Background: an optimization exercise with open tools, aiming at small area and a short achievable clock period. Do not read the settings as production practice. Only simulation tests tie the RTL to the original design; equivalence was not proved. Power and IR drop assume default switching activity.

## flow/design.v

```verilog
package gpif_pkg;
    typedef enum logic [2:0] {
        IDLE        = 3'd0,   
        WAIT        = 3'd1,   
        THINK       = 3'd2,   
        READ        = 3'd3,   
        READ_FLUSH  = 3'd4,   
        WRITE       = 3'd5,   
        WRITE_FLUSH = 3'd6    
    } gpif_state_t;
    typedef logic [32-1:0] gpif_word_t;
endpackage
`timescale 1ns/100ps
module stream_fifo #(
    parameter int DEPTH           = 64,
    parameter int NEAR_FULL_SLACK = 6,
    parameter int ROOM_WORDS      = 32
) (
    input  logic                 gpif_clk,
    input  logic                 gpif_rst,
    input  gpif_pkg::gpif_word_t s_tdata,
    input  logic                 s_tlast,
    input  logic                 s_tvalid,
    output logic                 s_tready,
    output gpif_pkg::gpif_word_t m_tdata,
    output logic                 m_tlast,
    output logic                 m_tvalid,
    input  logic                 m_tready,
    output logic                 nearly_full,
    output logic                 has_space
);
    localparam int PTR_W  = $clog2(DEPTH);
    localparam int CNT_W  = $clog2(DEPTH + 1);
    localparam int WORD_W = 32;
    logic [WORD_W:0]   mem [DEPTH];      
    logic [PTR_W-1:0]  wr_ptr;
    logic [PTR_W-1:0]  rd_ptr;
    logic [CNT_W-1:0]  count;
    logic [CNT_W-1:0]  free_words;
    logic              wr_en;
    logic              rd_en;
    assign wr_en      = s_tvalid && s_tready;
    assign rd_en      = m_tvalid && m_tready;
    assign s_tready   = (count != CNT_W'(DEPTH));
    assign m_tvalid   = (count != '0);
    assign m_tdata    = mem[rd_ptr][WORD_W-1:0];   
    assign m_tlast    = mem[rd_ptr][WORD_W];
    assign free_words = CNT_W'(DEPTH) - count;
    always_ff @(posedge gpif_clk) begin
        if (wr_en) begin
            mem[wr_ptr] <= {s_tlast, s_tdata};
        end
    end
    always_ff @(posedge gpif_clk) begin
        if (gpif_rst) begin
            wr_ptr      <= '0;
            rd_ptr      <= '0;
            count       <= '0;
            nearly_full <= 1'b0;
            has_space   <= 1'b0;
        end else begin
            wr_ptr      <= wr_ptr + PTR_W'(wr_en);
            rd_ptr      <= rd_ptr + PTR_W'(rd_en);
            count       <= count + CNT_W'(wr_en) - CNT_W'(rd_en);
            nearly_full <= (free_words <= CNT_W'(NEAR_FULL_SLACK));   
            has_space   <= (free_words >= CNT_W'(ROOM_WORDS));
        end
    end
endmodule
`timescale 1ns/100ps
module gpif_capture_stage (
    input  logic                 gpif_clk,
    input  logic                 gpif_rst,
    input  logic [1:0]           gpif_ctl,
    input  gpif_pkg::gpif_word_t gpif_d_in,
    input  logic                 slrd,
    input  logic                 read_active,
    input  logic                 rd_eop,
    output logic                 fx3_ready,
    output logic                 fx3_wmark,
    output logic                 slrd3,
    output gpif_pkg::gpif_word_t tx_in_tdata,
    output logic                 tx_in_tlast,
    output logic                 tx_in_tvalid
);
    logic ready_pad;     
    logic wmark_pad;
    logic slrd1;
    logic slrd2;
    logic rd_eop1;
    logic rd_eop2;
    always_ff @(posedge gpif_clk) begin
        if (gpif_rst) begin
            ready_pad <= 1'b0;
            wmark_pad <= 1'b0;
            fx3_ready <= 1'b0;
            fx3_wmark <= 1'b0;
        end else begin
            ready_pad <= gpif_ctl[0];
            wmark_pad <= gpif_ctl[1];
            fx3_ready <= ready_pad;
            fx3_wmark <= wmark_pad;
        end
    end
    always_ff @(posedge gpif_clk) begin
        if (gpif_rst) begin
            {slrd1, slrd2, slrd3} <= 3'b111;   
            rd_eop1 <= 1'b0;
            rd_eop2 <= 1'b0;
        end else begin
            {slrd1, slrd2, slrd3} <= {slrd, slrd1, slrd2};
            rd_eop1 <= rd_eop;
            rd_eop2 <= rd_eop1;   
        end
    end
    always_ff @(posedge gpif_clk) begin
        if (!slrd2) begin
            tx_in_tdata <= gpif_d_in;
        end
    end
    assign tx_in_tvalid = !slrd3 && read_active;
    assign tx_in_tlast  = rd_eop2;   
endmodule
`timescale 1ns/100ps
module gpif_sequencer (
    input  logic                 gpif_clk,
    input  logic                 gpif_rst,
    input  logic                 fx3_ready,
    input  logic                 fx3_wmark,
    input  logic                 slrd3,
    input  logic                 tx_nearly_full,
    input  logic                 tx_has_space,
    input  gpif_pkg::gpif_word_t rx_tdata,
    input  logic                 rx_tlast,
    input  logic                 rx_tvalid,
    output logic                 slrd,
    output logic                 slwr,
    output logic                 pktend,
    output logic                 sloe,
    output logic [1:0]           fifoadr,
    output gpif_pkg::gpif_word_t gpif_d_out,
    output logic                 read_active,
    output logic                 rd_eop,
    output logic                 rx_tready
);
    localparam int IDLE_W = $clog2(8);
    localparam int PKT_W  = $clog2(256);
    localparam logic [IDLE_W-1:0] SETTLE_LAST = IDLE_W'(8 - 1);
    localparam logic [IDLE_W-1:0] FLUSH_IDLE  =
        IDLE_W'(8 - 2);
    localparam logic [IDLE_W-1:0] FLUSH_LAST  = FLUSH_IDLE - 1'b1;   
    gpif_pkg::gpif_state_t   state;
    logic [IDLE_W-1:0]       idle_cycles;      
    logic [1:0]              next_addr;
    logic                    local_ready;
    logic                    read_ready_go;    
    logic                    write_ready_go;
    logic                    read_go;
    logic                    write_go;
    logic                    do_beat;
    logic                    wr_xfer;
    logic                    pkt_boundary;
    logic                    first_read;       
    logic                    pad;
    logic [16-1:0] transfer_size;
    assign next_addr = (fifoadr == 2'd0) ? 2'd1 : 2'd0;
    assign local_ready = (tx_has_space && (fifoadr == 2'd0)) ||
                         (rx_tvalid && (fifoadr == 2'd1));
    always_ff @(posedge gpif_clk) begin
        read_ready_go  <= tx_has_space && (fifoadr == 2'd0);
        write_ready_go <= rx_tvalid && (fifoadr == 2'd1);
    end
    assign read_go  = fx3_ready && fx3_wmark && read_ready_go;
    assign write_go = fx3_ready && write_ready_go && !read_go;
    assign rx_tready = (((state == gpif_pkg::WRITE) && fx3_wmark && !pad) ||
                        ((state == gpif_pkg::THINK) && write_go)) &&
                       (fifoadr == 2'd1);
    assign wr_xfer      = rx_tvalid && rx_tready;
    assign pkt_boundary = (transfer_size[PKT_W-1:0] == '0);   
    assign do_beat      = (state == gpif_pkg::WRITE) || ((state == gpif_pkg::THINK) && write_go);
    assign read_active  = (state == gpif_pkg::READ) || (state == gpif_pkg::READ_FLUSH);
    always_ff @(posedge gpif_clk) begin
        if (gpif_rst) begin
            state         <= gpif_pkg::IDLE;
            {slrd, slwr, pktend, sloe} <= 4'b1111;
            fifoadr       <= 2'd0;
            gpif_d_out    <= '0;
            idle_cycles   <= '0;
            rd_eop        <= 1'b0;
            first_read    <= 1'b0;
            pad           <= 1'b0;
            transfer_size <= 16'(1);
        end else begin
            case (state)
                gpif_pkg::IDLE: begin
                    {slrd, slwr, pktend, sloe} <= 4'b1111;
                    gpif_d_out  <= '0;
                    fifoadr     <= next_addr;     
                    idle_cycles <= '0;
                    rd_eop      <= 1'b0;
                    first_read  <= 1'b0;
                    state       <= gpif_pkg::WAIT;
                end
                gpif_pkg::WAIT: begin
                    if (local_ready) begin
                        idle_cycles <= idle_cycles + 1'b1;
                        if (idle_cycles == SETTLE_LAST) state <= gpif_pkg::THINK;
                    end else begin
                        idle_cycles <= '0;        
                        fifoadr     <= next_addr;
                    end
                end
                gpif_pkg::THINK: begin
                    idle_cycles <= '0;
                    if (read_go) begin
                        slrd       <= 1'b0;
                        sloe       <= 1'b0;       
                        first_read <= 1'b1;
                        state      <= gpif_pkg::READ;
                    end else if (!write_go) begin
                        state <= gpif_pkg::IDLE;
                    end
                end
                gpif_pkg::READ: begin
                    if (!fx3_wmark || tx_nearly_full) begin
                        slrd  <= 1'b1;            
                        state <= gpif_pkg::READ_FLUSH;
                    end
                    if (!fx3_wmark) rd_eop <= 1'b1;   
                    if (!slrd3) first_read <= 1'b0;
                end
                gpif_pkg::READ_FLUSH: begin
                    rd_eop <= 1'b0;
                    if (!slrd3) first_read <= 1'b0;
                    if (!first_read && slrd3) begin   
                        sloe  <= 1'b1;
                        state <= gpif_pkg::IDLE;
                    end
                end
                gpif_pkg::WRITE_FLUSH: begin
                    {slrd, slwr, pktend} <= 3'b111;
                    gpif_d_out  <= '0;
                    idle_cycles <= idle_cycles + 1'b1;
                    if (idle_cycles == SETTLE_LAST) state <= gpif_pkg::IDLE;
                end
                default: ;                        
            endcase
            if (do_beat) begin
                gpif_d_out <= pad ? '0 : rx_tdata;
                if (pad) begin
                    {slwr, pktend} <= 2'b00;      
                    pad            <= 1'b0;
                    transfer_size  <= 16'(1);
                    idle_cycles    <= FLUSH_LAST;
                    state          <= gpif_pkg::WRITE_FLUSH;
                end else if (wr_xfer && rx_tlast && pkt_boundary) begin
                    {slwr, pktend} <= 2'b01;      
                    pad            <= 1'b1;
                    transfer_size  <= transfer_size + 1'b1;
                    state          <= gpif_pkg::WRITE;
                end else if (wr_xfer && rx_tlast) begin
                    {slwr, pktend} <= 2'b00;      
                    transfer_size  <= 16'(1);
                    idle_cycles    <= FLUSH_LAST;
                    state          <= gpif_pkg::WRITE_FLUSH;
                end else if (wr_xfer) begin
                    {slwr, pktend} <= 2'b01;
                    transfer_size  <= transfer_size + 1'b1;
                    state          <= gpif_pkg::WRITE;
                end else begin
                    {slwr, pktend} <= 2'b11;      
                    idle_cycles    <= FLUSH_IDLE;
                    state          <= gpif_pkg::WRITE_FLUSH;
                end
            end
        end
    end
endmodule
`timescale 1ns/100ps
module gpif_slave_fifo_top (
    input  logic                 gpif_clk,
    input  logic                 gpif_rst,
    input  logic [3:0]           gpif_ctl,      
    input  gpif_pkg::gpif_word_t gpif_d_in,
    output gpif_pkg::gpif_word_t gpif_d_out,
    output logic                 sloe,
    output logic                 slrd,
    output logic                 slwr,
    output logic                 pktend,
    output logic [1:0]           fifoadr,
    output gpif_pkg::gpif_word_t tx_tdata,
    output logic                 tx_tlast,
    output logic                 tx_tvalid,
    input  logic                 tx_tready,
    input  gpif_pkg::gpif_word_t rx_tdata,
    input  logic                 rx_tlast,
    input  logic                 rx_tvalid,
    output logic                 rx_tready
);
    logic                 fx3_ready, fx3_wmark, slrd3;
    logic                 read_active, rd_eop;
    gpif_pkg::gpif_word_t tx_in_tdata;             
    logic                 tx_in_tlast, tx_in_tvalid;
    logic                 tx_nearly_full, tx_has_space;
    gpif_pkg::gpif_word_t rx_out_tdata;            
    logic                 rx_out_tlast, rx_out_tvalid, rx_out_tready;
    gpif_capture_stage capture (
        .gpif_clk, .gpif_rst, .gpif_ctl(gpif_ctl[1:0]), .gpif_d_in, .slrd,
        .read_active, .rd_eop, .fx3_ready, .fx3_wmark, .slrd3,
        .tx_in_tdata, .tx_in_tlast, .tx_in_tvalid
    );
    gpif_sequencer sequencer (
        .gpif_clk, .gpif_rst, .fx3_ready, .fx3_wmark, .slrd3,
        .tx_nearly_full, .tx_has_space,
        .rx_tdata(rx_out_tdata), .rx_tlast(rx_out_tlast), .rx_tvalid(rx_out_tvalid),
        .slrd, .slwr, .pktend, .sloe, .fifoadr, .gpif_d_out,
        .read_active, .rd_eop, .rx_tready(rx_out_tready)
    );
    stream_fifo #(
        .DEPTH(64), .NEAR_FULL_SLACK(6),
        .ROOM_WORDS(32)
    ) tx_fifo (
        .gpif_clk, .gpif_rst,
        .s_tdata(tx_in_tdata), .s_tlast(tx_in_tlast), .s_tvalid(tx_in_tvalid), .s_tready(),
        .m_tdata(tx_tdata), .m_tlast(tx_tlast), .m_tvalid(tx_tvalid), .m_tready(tx_tready),
        .nearly_full(tx_nearly_full), .has_space(tx_has_space)
    );
    stream_fifo #(
        .DEPTH(64), .NEAR_FULL_SLACK(6),
        .ROOM_WORDS(32)
    ) rx_fifo (
        .gpif_clk, .gpif_rst,
        .s_tdata(rx_tdata), .s_tlast(rx_tlast), .s_tvalid(rx_tvalid), .s_tready(rx_tready),
        .m_tdata(rx_out_tdata), .m_tlast(rx_out_tlast), .m_tvalid(rx_out_tvalid),
        .m_tready(rx_out_tready), .nearly_full(), .has_space()
    );
endmodule
```

## flow/run.sh

```bash
#!/bin/bash
# synth_recipe.tcl (not shown) runs the flow's synth.tcl, then flattens the netlist and writes it again
# the make line also repeats each setting of config.mk as NAME=value (left out here)
make -C /OpenROAD-flow-scripts/flow DESIGN_CONFIG=/design/flow/config.mk WORK_HOME=/design/flow/orfs CLKGATE_MAP_FILE= SYNTH_SCRIPT=/design/flow/synth_recipe.tcl finish
```

## flow/config.mk

```make
export PLATFORM = sky130hd
export DESIGN_NAME = gpif_slave_fifo_top
export DESIGN_NICKNAME = gpif_slave_fifo_top
export VERILOG_FILES = /design/flow/design.v
export SDC_FILE = /design/flow/constraint.sdc
export NUM_CORES = 4
export LEC_CHECK = 0
export CAP_MARGIN = 20
export CORE_MARGIN = 2
export CORE_UTILIZATION = 40
export SETUP_SLACK_MARGIN = 0.3
export SLEW_MARGIN = 20
```

## flow/constraint.sdc

```tcl
create_clock -name core_clock -period 6.0 [get_ports {gpif_clk}]
set_input_delay 1.2000 -clock core_clock [delete_from_list [all_inputs] [get_ports {gpif_clk}]]
set_output_delay 1.2000 -clock core_clock [all_outputs]
set_load 0.01 [all_outputs]
```

==> metrics.json <==
{
  "htree_num_levels": {"value": 5},
  "via_count": {"value": 75100},
  "final-setup-viol-count": {"value": 0},
  "path_common_cell": {"value": "sky130_fd_sc_hd__mux4_2"},
  "initial_core_util": {"value": 0.402},
  "coreArea": {"value": 413000, "unit": "um2"},
  "initial_antenna_violation_count": {"value": 35},
  "finalHoldViolations": {"value": 0},
  "outcome": {"value": "timing/DRC/antenna clean"},
  "cp_data_arrival_time": {"value": 4.38, "unit": "ns"},
  "sequential_fraction_of_design_power": {"value": 0.505},
  "setup_slack": {"value": 0.418, "unit": "ns"},
  "post_drt_wl_per_cell": {"value": 30.2, "unit": "um"},
  "fp.dieArea": {"value": 421000, "unit": "um2"},
  "place_area": {"value": 176000, "unit": "um2"},
  "setup_tns": {"value": 0, "unit": "ns"},
  "crit_fanout": {"value": 31},
  "power-per-cell-area": {"value": 347, "unit": "nW/um2"},
  "globalRouteTotalUtil": {"value": 0.187},
  "yosysUniqueCellTypes": {"value": 65},
  "grt_overflow": {"value": 0},
  "clock_tree.buffer_depth": {"value": 4},
  "synth_top_cell_area_share": {"value": 0.769},
  "dominantRegCellSynth": {"value": "sky130_fd_sc_hd__edfxtp_1"},
  "hpwl": {"value": 229000, "unit": "um"},
  "finalInstanceArea": {"value": 191000, "unit": "um2"},
  "post-route-min-period": {"value": 5.58, "unit": "ns"},
  "drive_gt1_frac": {"value": 0.318},
  "route.antenna.remaining_nets": {"value": 0},
  "cts-buffers-inserted": {"value": 434},
  "worst_slew_pin_slew": {"value": 1.13, "unit": "ns"},
  "grt_pass1_wl": {"value": 569000, "unit": "um"},
  "die_height": {"value": 649, "unit": "um"},
  "nFillCells": {"value": 33600},
  "drv_cap": {"value": 0},
  "clock_power_share": {"value": 0.406},
  "mappedNetlistArea": {"value": 166000, "unit": "um2"},
  "gp_routability_congestion": {"value": 0.778},
  "first_global_vias": {"value": 77800},
  "synth-edff-count": {"value": 4256},
  "syn_avg_cell_area": {"value": 24.1, "unit": "um2"},
  "portBuffers": {"value": 142},
  "chipWidth": {"value": 649, "unit": "um"},
  "syn_inst": {"value": 6895},
  "synthToLayoutAreaGrowth": {"value": 14.9, "unit": "%"},
  "synth_warnings": {"value": 3},
  "timing.slew.headroom": {"value": 0.243},
  "initialDrtViolationCount": {"value": 8254},
  "type_of_the_worst_setup_path": {"value": "reg -> out"},
  "timing.final.crit_share": {"value": 0.930},
  "synth_sequential_area_ratio": {"value": 0.782},
  "timing.critical_path.to_type": {"value": "output port"},
  "cts.reportedPaths.clkPinSlew": {"value": 0.06, "unit": "ns"},
  "synth.area.top_cells": {"value": "sky130_fd_sc_hd__edfxtp_1 (77%), sky130_fd_sc_hd__mux4_2 (18%), sky130_fd_sc_hd__dfxtp_1 (1.3%)"},
  "multiInputGateArea": {"value": 35500, "unit": "um2"},
  "worstSkewPairLatency": {"value": 1.01, "unit": "ns"},
  "vias_per_cell": {"value": 5.66},
  "ctsRootBufferMaster": {"value": "sky130_fd_sc_hd__clkbuf_16"},
  "synthArstFlopShare": {"value": 0},
  "data_required_time_at_the_worst_endpoint": {"value": 4.80, "unit": "ns"},
  "io_pins": {"value": 146},
  "cell_internal_pwr": {"value": 51.7, "unit": "mW"},
  "critical-path-max-stage-delay": {"value": 0.61, "unit": "ns"},
  "post-synth-top-count-cell": {"value": "sky130_fd_sc_hd__edfxtp_1"},
  "power_frac_comb": {"value": 0.089},
  "rows": {"value": 236},
  "vdd_drop_max": {"value": 0.257, "unit": "mV"},
  "total_leakage_power": {"value": 57.2, "unit": "nW"},
  "firstDrtPassIters": {"value": 6},
  "grt_start_max_net_pins": {"value": 76},
  "critical_path_cell_by_cell": {"value": "buf_12, buf_16, buf_12, mux4_2, mux4_2, mux4_2, clkdlybuf4s50_1"},
  "netlist_top_cells_count": {"value": "sky130_fd_sc_hd__edfxtp_1 (4256), sky130_fd_sc_hd__mux4_2 (1314), sky130_fd_sc_hd__nor2_1 (195), sky130_fd_sc_hd__clkbuf_1 (172), sky130_fd_sc_hd__nand2_1 (137)"},
  "syn-num-nets": {"value": 7001},
  "tritoncts": {"value": "yes"},
  "final_hold_slack": {"value": 0.415, "unit": "ns"},
  "yosys.area.top_type": {"value": "sky130_fd_sc_hd__edfxtp_1"},
  "netSwitchingPower": {"value": 14.5, "unit": "mW"},
  "ys_ff_latch": {"value": 4361},
  "fmaxAchievable": {"value": 179, "unit": "MHz"},
  "cp-start-kind": {"value": "register"},
  "ff_latch_area": {"value": 130000, "unit": "um2"},
  "clock-skew-final": {"value": 0.0826, "unit": "ns"},
  "count_of_unresolved_drc_violations_after_routing": {"value": 0},
  "switching_share": {"value": 0.219},
  "route.final.wire_length": {"value": 400000, "unit": "um"},
  "total_power": {"value": 66.2, "unit": "mW"},
  "grt_setup_unrepaired": {"value": "yes"},
  "nNetsFinal": {"value": 7525},
  "timing.hold.worst.class": {"value": "reg -> reg"},
  "timing_max_transition_violations_final": {"value": 0},
  "place_ws": {"value": 1.14, "unit": "ns"},
  "clkSinkCount": {"value": 4361},
  "slowest_stage": {"value": "sky130_fd_sc_hd__mux4_2"}
}
[sequential cells by signal (all words and copies together) (netlist names), 3 cells and up]
| signal | flops |
|---|---|
| rx_fifo.wr_ptr | 6 |
| tx_fifo.wr_ptr | 6 |
| sequencer.state | 3 |
| tx_fifo.mem | 2112 |
| sequencer.transfer_size | 8 |
| rx_fifo.count | 7 |
| capture.tx_in_tdata | 32 |
| tx_fifo.count | 7 |
| rx_fifo.mem | 2112 |
| sequencer.gpif_d_out | 32 |
| tx_fifo.rd_ptr | 6 |
| sequencer.idle_cycles | 3 |
| rx_fifo.rd_ptr | 6 |
[cell type report]
cell class / instances / share of cell area
antenna: 11 / 0.000144
clock buffer: 539 / 0.0606
multi-input combinational: 2139 / 0.186
tap: 5474 / 0.0359
sequential: 4361 / 0.681
clock inverter: 258 / 0.0134
timing repair buffer: 449 / 0.0228
inverter: 34 / 0.000721
[through the flow]
stage / util / cells
2_1_floorplan: - / 6895
3_3_place_gp: 0.427 / 12400
3_5_place_dp: 0.427 / 12400
4_1_cts: 0.461 / 13300
5_1_grt: 0.462 / 13300
6_report: 0.462 / 13300
[path summary, 6_finish.rpt]
| kind | startpoint | to | slack [ns] | cells after the start |
|---|---|---|---|---|
| worst max-delay path | tx_fifo.rd_ptr[0] | tx_tdata[12] | 0.42 | 7 |
| worst min-delay path | capture.slrd1 | capture.slrd2 | 0.42 | 1 |
| worst max register to register | sequencer.state[1] | tx_fifo.mem[32][1] | 1.57 | 6 |
| worst min register to register | capture.slrd1 | capture.slrd2 | 0.42 | 1 |
[metal layers]
metal,track usage,routed length (um),vias up
met5,0,144,-
met4,0.0650,14700,24
met3,0.0323,25800,735
met2,0.318,203000,2578
met1,0.244,157000,41100
li1,-,-,30700
[repair_timing]
| item | 4_1_cts | 5_1_grt |
|---|---|---|
| setup buffers | 4 | 0 |
| hold buffers | 0 | 0 |
| hold endpoints to repair | 0 | 0 |
| gates cloned | 2 | 0 |
| gates resized for setup | 5 | 3 |
| endpoints found under the setup margin | 31 | 5 |
[power by group through the flow]
stage	Sequential [mW]	Clock [mW]	Combinational, mW
3_3_place_gp	34.1	0	5.82
3_5_place_dp	34.1	0	5.88
5_1_grt	33.5	28.5	6.33
2_1_floorplan	34.0	0	4.04
4_1_cts	33.5	27.3	6.01
6_report	33.5	26.9	5.91
[worst max-delay path: cells and delay by family, from the launching register on]
family	cells	cell delay (ns)
buffers and inverters	4	1.27
DFF	1	0.37
muxes	3	1.69
[layout by cell type, fill, tap and decap left out, types with 9 or more instances in the layout]
master                            instances
sky130_fd_sc_hd__xnor2_1                 19
sky130_fd_sc_hd__o21ai_0                 28
sky130_fd_sc_hd__edfxtp_1              4256
sky130_fd_sc_hd__clkinv_2                87
sky130_fd_sc_hd__diode_2                 11
sky130_fd_sc_hd__clkbuf_8                19
sky130_fd_sc_hd__inv_1                   29
sky130_fd_sc_hd__nand2b_1                11
sky130_fd_sc_hd__bufinv_16               40
sky130_fd_sc_hd__nor3_1                  12
sky130_fd_sc_hd__clkinvlp_4              12
sky130_fd_sc_hd__ha_1                    31
sky130_fd_sc_hd__nor2_4                 128
sky130_fd_sc_hd__mux4_2                1314
sky130_fd_sc_hd__nand3_1                 51
sky130_fd_sc_hd__clkdlybuf4s50_1        108
sky130_fd_sc_hd__a21oi_1                 53
sky130_fd_sc_hd__o211ai_1                26
sky130_fd_sc_hd__buf_4                  284
sky130_fd_sc_hd__nor2b_1                 28
sky130_fd_sc_hd__a22oi_1                 33
sky130_fd_sc_hd__nand2_1                137
sky130_fd_sc_hd__or3_1                    9
sky130_fd_sc_hd__mux2i_1                 25
sky130_fd_sc_hd__dfxtp_1                 93
sky130_fd_sc_hd__a211oi_1                11
sky130_fd_sc_hd__clkinv_1                92
sky130_fd_sc_hd__buf_12                  40
sky130_fd_sc_hd__clkbuf_1                80
sky130_fd_sc_hd__nand4_1                 17
sky130_fd_sc_hd__xor2_1                  14
sky130_fd_sc_hd__clkbuf_16              440
sky130_fd_sc_hd__nor2_1                  65
sky130_fd_sc_hd__mux2_2                  29
[cells by family after synthesis]
logic type	share of synthesized area
multiplexers	0.182
AO/OA/AOI/OAI	0.00813
other	0.0000226
flip-flops	0.782
adder cells (fa/ha/maj)	0.00257
AND/OR/NAND/NOR	0.0136
XOR/XNOR	0.00174
buffers and inverters	0.0108

==> re-timing with driven ports <==
Ports are ideal in the flow. The routed layout listed here was re-timed in OpenROAD.
Step 1, drivers: a clkbuf_16 drives gpif_clk and a buf_2 each remaining input, both assumed.
Step 2 moves the port delays by t, midway between the first and last clock arrival at a register: inputs arrive t later, outputs are due t later. That takes back most of the time a late clock gives input paths.
Three values: ideal, step 1, step 2; two values: the first two.
t, ns: 1.074
slack for setup (ns): 0.418 / 0.309 / 0.942
worst hold slack (ns): 0.415 / 0.415 / 0.415
latest minus earliest clock arrival (ns): 0.084 / 0.085
cell pins on the clock port's net: 1
After both steps setup and hold are still met in this run. The setup slack of this run moves by -0.109 ns with the drivers and by +0.524 ns with both steps.
